From an optimization exercise on the open Yosys and OpenROAD flow, aimed at small area and a short achievable clock period; shortcuts taken in it are not production practice.
Only simulation tests tie the RTL to the original design; equivalence was not proved.
Power and IR drop assume default switching activity.

v31:
==> flow/design.v (excerpt) <==
module daq_core (
    input  logic        BUS_CLK,
    input  logic        BUS_RST,
    input  logic [15:0] bus_add,
    input  logic [7:0]  bus_wr_data,
    output logic [7:0]  bus_rd_data,
    input  logic        bus_rd,
    input  logic        bus_wr,
    input  logic        trig_in,
    input  logic        inj_loop_in,
    input  logic        hitor_in,
    output logic        inj_pulse,
    output logic        resetb_ext,
    output logic [4:0]  led,
    input  logic        arb_ready,
    output logic        arb_write,
    output logic [31:0] arb_data
);
For scale: about 610 flip-flops.
==> module system_regs, before the edit <==
module system_regs (
    input  logic                 BUS_CLK,
    input  logic                 BUS_RST,
    input  logic                 regs_rd,
    input  logic                 regs_wr,
    input  logic [8-1:0] regs_offset,
    input  logic [7:0]           regs_wdata,
    output logic [7:0]           regs_rdata,
    output logic [28-1:0] ts_now,
    output logic                 resetb_ext,
    output logic [4:0]           led
);
    logic                 configured;
    logic [7:1]           gpio;
    logic [28-1:8] ts_snap;
    logic [28-1:0] ts_carry;
    assign ts_carry[0] = 1'b1;
    for (genvar i = 1; i < 28; i++) begin : g_carry
        assign ts_carry[i] = &ts_now[i-1:0];
    end
    logic [28-1:0] ts_toggle;
    assign ts_toggle = ts_carry & {28{~BUS_RST}};
    always_ff @(posedge BUS_CLK) begin
        if (BUS_RST)
            ts_now <= '0;
        else
            ts_now <= ts_now ^ ts_toggle;
    end
    always_ff @(posedge BUS_CLK) begin
        if (BUS_RST) begin
            configured <= 1'b0;
            gpio       <= '0;
            resetb_ext <= 1'b1;
        end else if (regs_wr) begin
            if (regs_offset == 8'd5)
                configured <= regs_wdata[0];
            if (regs_offset == 8'd8) begin
                gpio       <= regs_wdata[7:1];
                resetb_ext <= ~regs_wdata[0];
            end
        end
    end
    always_ff @(posedge BUS_CLK) begin
        if (regs_rd && regs_offset == 8'd12)
            ts_snap <= ts_now[28-1:8];
    end
    assign led = gpio[5:1];
    always_comb begin
        case (regs_offset)
            8'd0:            regs_rdata = 8'd1;
            8'd1:              regs_rdata = 8'd0;
            8'd2:              regs_rdata = 8'd1;
            8'd3:              regs_rdata = 8'd0;
            8'd4:         regs_rdata = {7'b0, configured};
            8'd8:               regs_rdata = {gpio, ~resetb_ext};
            8'd12:          regs_rdata = ts_now[7:0];
            8'd12 + 8'd1:   regs_rdata = ts_snap[15:8];
            8'd12 + 8'd2:   regs_rdata = ts_snap[23:16];
            8'd12 + 8'd3:   regs_rdata = {4'b0, ts_snap[27:24]};
            default:                     regs_rdata = 8'h00;
        endcase
    end
endmodule
==> module pulse_gen, before the edit <==
module pulse_gen (
    input  logic     BUS_CLK,
    input  logic     BUS_RST,
    input  logic     regs_wr,
    input  logic [8-1:0] regs_offset,
    input  logic [7:0] regs_wdata,
    output logic [7:0] regs_rdata,
    input  logic     trig_in,
    output logic     pulse
);
    logic [7:0] delay;
    logic [7:0] width;
    logic       ext_en;
    logic       busy;
    logic [7:0] cnt;
    logic [7:0] cnt_dec;
    logic [7:0] borrow;
    logic       start;
    logic       last;
    assign start = (regs_wr && regs_offset == 8'd0) || (trig_in && ext_en);
    assign last  = (cnt[7:1] == 7'd0) && (cnt[0] == pulse);
    assign borrow[0] = 1'b1;
    for (genvar i = 1; i < 8; i++) begin : g_borrow
        assign borrow[i] = ~|cnt[i-1:0];
    end
    assign cnt_dec = cnt ^ (borrow & {8{busy}});
    always_ff @(posedge BUS_CLK) begin
        if (BUS_RST) begin
            delay  <= 8'h00;
            width  <= 8'h00;
            ext_en <= 1'b0;
        end else if (regs_wr) begin
            if (regs_offset == 8'd1)
                delay <= regs_wdata;
            if (regs_offset == 8'd2)
                width <= regs_wdata;
            if (regs_offset == 8'd3)
                ext_en <= regs_wdata[0];
        end
    end
    always_ff @(posedge BUS_CLK) begin
        if (BUS_RST) begin
            busy  <= 1'b0;
            pulse <= 1'b0;
        end else if (!busy) begin
            if (start && width != 8'h00)
                busy <= 1'b1;
        end else if (last) begin
            busy  <= ~pulse;
            pulse <= ~pulse;
        end
    end
    always_ff @(posedge BUS_CLK) begin
        if (!busy)
            cnt <= delay;
        else if (last)
            cnt <= width;
        else
            cnt <= cnt_dec;
    end
    always_comb begin
        case (regs_offset)
            8'd0: regs_rdata = {7'b0, ~busy};
            8'd1: regs_rdata = delay;
            8'd2: regs_rdata = width;
            8'd3:  regs_rdata = {7'b0, ext_en};
            default:          regs_rdata = 8'h00;
        endcase
    end
endmodule
==> module edge_timestamper, before the edit <==
module edge_timestamper (
    input  logic                 BUS_CLK,
    input  logic                 BUS_RST,
    input  logic                 regs_wr,
    input  logic [8-1:0] regs_offset,
    input  logic [7:0]           regs_wdata,
    output logic [7:0]           regs_rdata,
    input  logic                 di,
    input  logic [28-1:0] ts_now,
    input  logic                 fifo_read,
    output logic                 fifo_empty,
    output logic [8-1:0] fifo_head,
    output logic [8*28-1:0] fifo_mem
);
    localparam int D = 8;
    localparam int W = 28;
    logic [1:0]    di_sync;
    logic          di_prev;
    logic          rise;
    logic          enable;
    logic [7:0]    lost;
    logic [D:0]    occ;
    logic [7:0]    lost_inc;
    logic [7:0]    lost_carry;
    logic          lost_en;
    logic          full;
    logic          push;
    logic          pop;
    always_ff @(posedge BUS_CLK) begin
        if (BUS_RST) begin
            di_sync <= 2'b00;
            di_prev <= 1'b0;
        end else begin
            di_sync <= {di_sync[0], di};
            di_prev <= di_sync[1];
        end
    end
    assign rise       = di_sync[1] & ~di_prev;
    assign full       = occ[D];
    assign fifo_empty = occ[0];
    assign push       = rise & enable & ~full;
    assign pop        = fifo_read;
    assign fifo_head  = occ[D:1];
    always_ff @(posedge BUS_CLK) begin
        if (push)
            fifo_mem <= {fifo_mem[(D-1)*W-1:0], ts_now};
    end
    always_ff @(posedge BUS_CLK) begin
        if (BUS_RST)
            occ <= (D+1)'(1);
        else
            occ <= push ? (pop ? occ : {occ[D-1:0], 1'b0})
                        : (pop ? {1'b0, occ[D:1]} : occ);
    end
    assign lost_en = rise & enable & full & (lost != 8'hFF);
    assign lost_carry[0] = 1'b1;
    for (genvar i = 1; i < 8; i++) begin : g_carry
        assign lost_carry[i] = &lost[i-1:0];
    end
    assign lost_inc = lost ^ (lost_carry & {8{lost_en}});
    always_ff @(posedge BUS_CLK) begin
        if (BUS_RST) begin
            enable <= 1'b0;
            lost   <= 8'h00;
        end else begin
            if (regs_wr && regs_offset == 8'd0)
                enable <= regs_wdata[0];
            if (regs_wr && regs_offset == 8'd1)
                lost <= 8'h00;
            else
                lost <= lost_inc;
        end
    end
    always_comb begin
        case (regs_offset)
            8'd0: regs_rdata = {7'b0, enable};
            8'd1:   regs_rdata = lost;
            default:        regs_rdata = 8'h00;
        endcase
    end
endmodule
Settings: LEC_CHECK=0, ABC_CLOCK_PERIOD_IN_PS=1500, CAP_MARGIN=20, CORE_MARGIN=2, CORE_UTILIZATION=65, CTS_CLUSTER_DIAMETER=80, CTS_CLUSTER_SIZE=30, SETUP_SLACK_MARGIN=1.3, SLEW_MARGIN=20; clock period 3.0 ns.
run.sh (not shown) runs the stock make flow with config.mk's settings and CLKGATE_MAP_FILE= SYNTH_SCRIPT=/design/flow/synth_recipe.tcl, a recipe that flattens the netlist after the stock synthesis.
Input-level comparison between v4 and v31:
-- flow/design.v --
<<< v31, line 62
        assign ts_carry[i] = &ts_now[i-1:0];
    end
    logic [28-1:0] ts_toggle;
    assign ts_toggle = ts_carry & {28{~BUS_RST}};
    always_ff @(posedge BUS_CLK) begin
        if (BUS_RST)
            ts_now <= '0;
        else
            ts_now <= ts_now ^ ts_toggle;
    end
    always_ff @(posedge BUS_CLK) begin
>>> v4, line 62
        assign ts_carry[i] = &ts_now[i-1:0];
    end
    always_ff @(posedge BUS_CLK) begin
        if (BUS_RST)
            ts_now <= '0;
        else
            ts_now <= ts_now ^ ts_carry;
    end
    always_ff @(posedge BUS_CLK) begin
<<< v31, line 131
        assign borrow[i] = ~|cnt[i-1:0];
    end
    assign cnt_dec = cnt ^ (borrow & {8{busy}});
    always_ff @(posedge BUS_CLK) begin
        if (BUS_RST) begin
>>> v4, line 129
        assign borrow[i] = ~|cnt[i-1:0];
    end
    assign cnt_dec = cnt ^ borrow;
    always_ff @(posedge BUS_CLK) begin
        if (BUS_RST) begin
<<< v31, line 201
    logic [7:0]    lost_inc;
    logic [7:0]    lost_carry;
    logic          lost_en;
    logic          full;
    logic          push;
>>> v4, line 199
    logic [7:0]    lost_inc;
    logic [7:0]    lost_carry;
    logic          full;
    logic          push;
<<< v31, line 227
        if (BUS_RST)
            occ <= (D+1)'(1);
        else
            occ <= push ? (pop ? occ : {occ[D-1:0], 1'b0})
                        : (pop ? {1'b0, occ[D:1]} : occ);
    end
    assign lost_en = rise & enable & full & (lost != 8'hFF);
    assign lost_carry[0] = 1'b1;
    for (genvar i = 1; i < 8; i++) begin : g_carry
        assign lost_carry[i] = &lost[i-1:0];
    end
    assign lost_inc = lost ^ (lost_carry & {8{lost_en}});
    always_ff @(posedge BUS_CLK) begin
        if (BUS_RST) begin
>>> v4, line 224
        if (BUS_RST)
            occ <= (D+1)'(1);
        else if (push && !pop)
            occ <= {occ[D-1:0], 1'b0};
        else if (pop && !push)
            occ <= {1'b0, occ[D:1]};
    end
    assign lost_carry[0] = 1'b1;
    for (genvar i = 1; i < 8; i++) begin : g_carry
        assign lost_carry[i] = &lost[i-1:0];
    end
    assign lost_inc = lost ^ lost_carry;
    always_ff @(posedge BUS_CLK) begin
        if (BUS_RST) begin
<<< v31, line 246
            if (regs_wr && regs_offset == 8'd1)
                lost <= 8'h00;
            else
                lost <= lost_inc;
        end
>>> v4, line 243
            if (regs_wr && regs_offset == 8'd1)
                lost <= 8'h00;
            else if (rise && enable && full && lost != 8'hFF)
                lost <= lost_inc;
        end
==> summary.txt <==
v4 vs. v31: final cell count went down about 0.47%, critical path required time held, first-pass GRT wire length went down about 3.3%. First-pass iteration count of the detailed router: v4 vs v31 down 2. Going from v31 to v4, the global-route met1 utilization was found to have gone down by 2.2 points. Final cell area excluding filler cells ends up higher on v4. Every stage of the flow completed for v31, and the final layout passed the timing, design-rule and antenna checks. v4 reached the end of the flow, and the finished layout is clean on the timing, design-rule and antenna checks. [diff] fmax, v4 relative to v31: improvement. v4 vs v31: power density over the cells down slightly. Delta (v4 minus v31): sequential power stayed essentially flat, power shows a reduction of about 0.75%, layout overhead on the synthesized area rose by 0.39 points, time the final worst path needs with I/O delays and setup -0.062 ns. Sort v31 and v4 by post-layout utilization of the core asc -> top: v31.

[separate check: timing with driven ports]
Ports are ideal in the flow. The routed layouts listed here were re-timed in OpenROAD. Step 1 (the two cells are an assumption about what drives the block):
set clk [get_ports {BUS_CLK}]
set_driving_cell -lib_cell sky130_fd_sc_hd__clkbuf_16 $clk
set_driving_cell -lib_cell sky130_fd_sc_hd__buf_2 [delete_from_list [all_inputs] $clk]
Step 2, shift: input delay + t, output delay - t, t = (earliest + latest rising clock arrival at the registers) / 2. This alone moves slack from input paths to output paths. Slacks: ideal / step 1 / step 2; pairs: ideal / step 1.
run	t (ns)	setup WS [ns]	hold WS [ns]	clock arrival spread, ns	worst register clock-pin slew, ns
v31	0.643	1.243 / 1.186 / 0.692	0.404 / 0.367 / 0.450	0.036 / 0.036	0.11 / 0.11
v4	0.646	1.305 / 1.248 / 0.758	0.425 / 0.396 / 0.439	0.024 / 0.024	0.12 / 0.12
After both steps every run listed still meets setup and hold. The setup slack of v31, which loses most, moves by -0.057 ns with the drivers and by -0.551 ns with both steps.
